From an optimization exercise on the open Yosys and OpenROAD flow, aimed at small area, a short achievable clock period and few clock cycles; shortcuts taken in it are not production practice.
The RTL was checked by simulation tests, not by an equivalence proof against the original design.
Power and IR drop assume default switching activity.

== oak ==
## dcache
module dcache (
    input  logic               CLK,
    input  logic               n_rst,
    input  logic               halt,
    input  logic               dmemREN,
    input  logic               dmemWEN,
    input  dcache_pkg::word_t  dmemaddr,
    input  dcache_pkg::word_t  dmemstore,
    input  logic               dwait,
    input  dcache_pkg::word_t  dload,
    output logic               dhit,
    output dcache_pkg::word_t  dmemload,
    output logic               flushed,
    output logic               dREN,
    output logic               dWEN,
    output dcache_pkg::word_t  daddr,
    output dcache_pkg::word_t  dstore
);
clock: 10.0 ns
lec_check: 0
cap_margin: 20
cell_pad_in_sites_detail_placement: 0
cell_pad_in_sites_global_placement: 0
core_margin: 2
core_utilization: 55
gpl_routability_driven: 0
place_density: 0.68
slew_margin: 20
tns_end_percent: 0
standard.sh (not shown) runs the stock make flow with config.mk's settings and CLKGATE_MAP_FILE= SYNTH_SCRIPT=/design/flow/synth_recipe.tcl, a recipe that flattens the netlist after the stock synthesis.
==> flow/flow/run.sh <==
#!/bin/bash
# The standard layout (standard.sh: the standard flow's own ORFS run, synthesis included,
# unchanged), with extra ORFS variables, one per line, from flow/make_args.txt:
# a setup slack margin that makes timing repair aim below the design's
# period, sizing free of cell footprints, the port buffer cell, and clock
# tree options. The make output goes to standard_flow.log; ORFS keeps each
# step's own log under orfs/logs.
set -euo pipefail
mapfile -t ARGS < <(grep -v '^\s*$' flow/make_args.txt)
bash standard.sh "${ARGS[@]}" finish > standard_flow.log 2>&1
==> flow/flow/make_args.txt <==
SETUP_SLACK_MARGIN=6.6
MATCH_CELL_FOOTPRINT=0
BUFFER_PORTS_ARGS=-buffer_cell sky130_fd_sc_hd__buf_4
CTS_ARGS=-sink_clustering_enable -repair_clock_nets -dont_use_dummy_load -sink_clustering_size 12 -sink_clustering_max_diameter 40 -root_buf sky130_fd_sc_hd__clkbuf_16 -buf_list sky130_fd_sc_hd__clkbuf_8
The final layout from oak, which completed every stage, passed the timing, design-rule and antenna checks at the end of the flow.
Testbench counts of oak, summed over its fixed seeds: cycles 16,720.
Input-level comparison between pine and oak:
- SLEW_MARGIN: 20 -> 5
- CAP_MARGIN: 20 -> 5
- CELL_PAD_IN_SITES_GLOBAL_PLACEMENT: 0 -> 1
- GPL_ROUTABILITY_DRIVEN: 0 -> unset
==> flow/flow/make_args.txt <==
SETUP_SLACK_MARGIN=6.6
MATCH_CELL_FOOTPRINT=0
BUFFER_PORTS_ARGS=-buffer_cell sky130_fd_sc_hd__buf_4
CTS_ARGS=-sink_clustering_enable -repair_clock_nets -dont_use_dummy_load -sink_clustering_size 18 -sink_clustering_max_diameter 50 -root_buf sky130_fd_sc_hd__clkbuf_16 -buf_list sky130_fd_sc_hd__clkbuf_8
Notes after the runs:
pine: all stages complete, timing, DRC and antenna checks passed. As of pine, overall power after layout had fallen by a few percent compared to oak. pine ends up with lower cell count than oak does. As far as final non-filler cell area is concerned, oak and pine perform about the same. p_idle as the worst setup path endpoint was reported by oak, and p_hit by pine. Row first-pass iteration count of the detailed router: pine lower / oak higher. Share of the final layout cell area in sequential cells essentially unchanged between pine and oak.
For birch, these inputs were changed with respect to pine:
- a change of CAP_MARGIN from 5 to 20
- a change of SLEW_MARGIN from 5 to 20
==> flow/flow/make_args.txt <==
SETUP_SLACK_MARGIN=6.6
MATCH_CELL_FOOTPRINT=0
BUFFER_PORTS_ARGS=-buffer_cell sky130_fd_sc_hd__buf_4
CTS_ARGS=-sink_clustering_enable -repair_clock_nets -dont_use_dummy_load -sink_clustering_size 12 -sink_clustering_max_diameter 40 -root_buf sky130_fd_sc_hd__clkbuf_16 -buf_list sky130_fd_sc_hd__clkbuf_8
## What came out
Per the final summary, birch finished and its layout is clean on timing, DRC and antenna.
There was hardly any difference in number of vias in the routed layout between pine and birch.
[compare] base=pine new=birch: placer's final routability congestion estimate was more or less identical, area of all placed cells without fillers now sits higher.
Combinational share of power for birch: 0.5 points down relative to pine
| final cell count without fillers | birch vs pine | 32 higher |

* * *

Another version of the RTL of dcache (not shown whole).
For scale: ~4000 cells after synthesis, about 200 I/O pins, ~72000 um^2 of cells after synthesis.
Design dcache, start of the top module:
module dcache (
    input  logic               CLK,
    input  logic               n_rst,
    input  logic               halt,
    input  logic               dmemREN,
    input  logic               dmemWEN,
    input  dcache_pkg::word_t  dmemaddr,
    input  dcache_pkg::word_t  dmemstore,
    input  logic               dwait,
    input  dcache_pkg::word_t  dload,
    output logic               dhit,
    output dcache_pkg::word_t  dmemload,
    output logic               flushed,
    output logic               dREN,
    output logic               dWEN,
    output dcache_pkg::word_t  daddr,
    output dcache_pkg::word_t  dstore
);
clock: 10.0 ns
lec_check: 0
cap_margin: 20
cell_pad_in_sites_detail_placement: 0
cell_pad_in_sites_global_placement: 1
core_margin: 2
core_utilization: 62
place_density: 0.74
slew_margin: 20
tns_end_percent: 5
==> flow/flow/make_args.txt <==
SETUP_SLACK_MARGIN=6.6
MATCH_CELL_FOOTPRINT=0
BUFFER_PORTS_ARGS=-buffer_cell sky130_fd_sc_hd__buf_4
CTS_ARGS=-sink_clustering_enable -repair_clock_nets -dont_use_dummy_load -sink_clustering_size 25 -sink_clustering_max_diameter 60
Scripts as last shown in full above: flow/flow/run.sh
The starting point produced a clean layout.
Testbench counts at the start, summed over its fixed seeds: cycles 16,860.
==> next run, changes <==
Settings changed: CORE_UTILIZATION 62 to 55, PLACE_DENSITY 0.74 to 0.68, TNS_END_PERCENT 5 to 0.
Effect:
- non-clock buffer count came out lower by 40
- final cell count is higher by 3.5%
- core utilization went down by 8.4 points
- setup slack gets better by 0.11 ns
- design area went down by 0.33%
- first-iteration DRC count is lower by 19%
- sequential cell count is unchanged
==> next run, changes <==
==> flow/flow/make_args.txt (replaced) <==
SETUP_SLACK_MARGIN=6.6
MATCH_CELL_FOOTPRINT=0
BUFFER_PORTS_ARGS=-buffer_cell sky130_fd_sc_hd__buf_4
CTS_ARGS=-sink_clustering_enable -repair_clock_nets -dont_use_dummy_load -sink_clustering_size 12 -sink_clustering_max_diameter 40 -root_buf sky130_fd_sc_hd__clkbuf_16 -buf_list sky130_fd_sc_hd__clkbuf_8
Non-clock buffer count came out lower by 4.
Total power went down by 3.7%.
Via count rose by 1.0%.
Die area is unchanged.
==> next run, changes <==
==> flow/flow/make_args.txt (replaced) <==
SETUP_SLACK_MARGIN=7.2
MATCH_CELL_FOOTPRINT=0
BUFFER_PORTS_ARGS=-buffer_cell sky130_fd_sc_hd__buf_4
CTS_ARGS=-sink_clustering_enable -repair_clock_nets -dont_use_dummy_load -sink_clustering_size 25 -sink_clustering_max_diameter 60
The changed run passed the timing, design-rule and antenna checks.
Area after synthesis does not change.
Design area increases by 0.56%.
Sequential share of layout area went down by 0.34 points.
Register-to-register slack degrades by 0.23 ns.
Critical path depth rose by 1.
Final cell count drops by 1.2%.

## separate check: timing with driven ports
The results above use ideal ports. As a check the final layouts listed here were re-extracted and re-timed, cells and wires unchanged. Step 1, drivers: a clkbuf_16 drives CLK and a buf_2 each remaining input, both assumed. Step 2 moves the port delays by t, midway between the first and last clock arrival at a register: inputs arrive t later, outputs are due t later. That takes back most of the time a late clock gives input paths. Three values: no drivers, after step 1, after step 2; two values: the first two.
run | shift t [ns] | setup slack, ns | worst setup path after step 2 | latest minus earliest clock arrival (ns) | pins driven straight from the clock port
oak | 0.841 | 6.091 / 6.003 / 5.162 | input to register | 0.118 / 0.118 | 1
pine | 0.799 | 6.171 / 6.038 / 5.239 | input to register | 0.129 / 0.130 | 1
birch | 0.844 | 6.143 / 6.046 / 5.202 | input to register | 0.095 / 0.096 | 1
the first run of note 2 | 0.777 | 6.038 / 5.966 / 5.189 | input to register | 0.094 / 0.094 | 1
the second run of note 2 | 0.830 | 6.148 / 6.024 / 5.194 | input to register | 0.072 / 0.072 | 1
the third run of note 2 | 0.836 | 6.107 / 5.974 / 5.139 | input to register | 0.121 / 0.121 | 1
the fourth run of note 2 | 0.830 | 6.148 / 6.024 / 5.194 | input to register | 0.072 / 0.072 | 1
After both steps setup and hold are still met in every run listed. For the third run of note 2, which loses most, drivers alone change the setup slack by -0.133 ns; drivers and shift together by -0.968 ns.
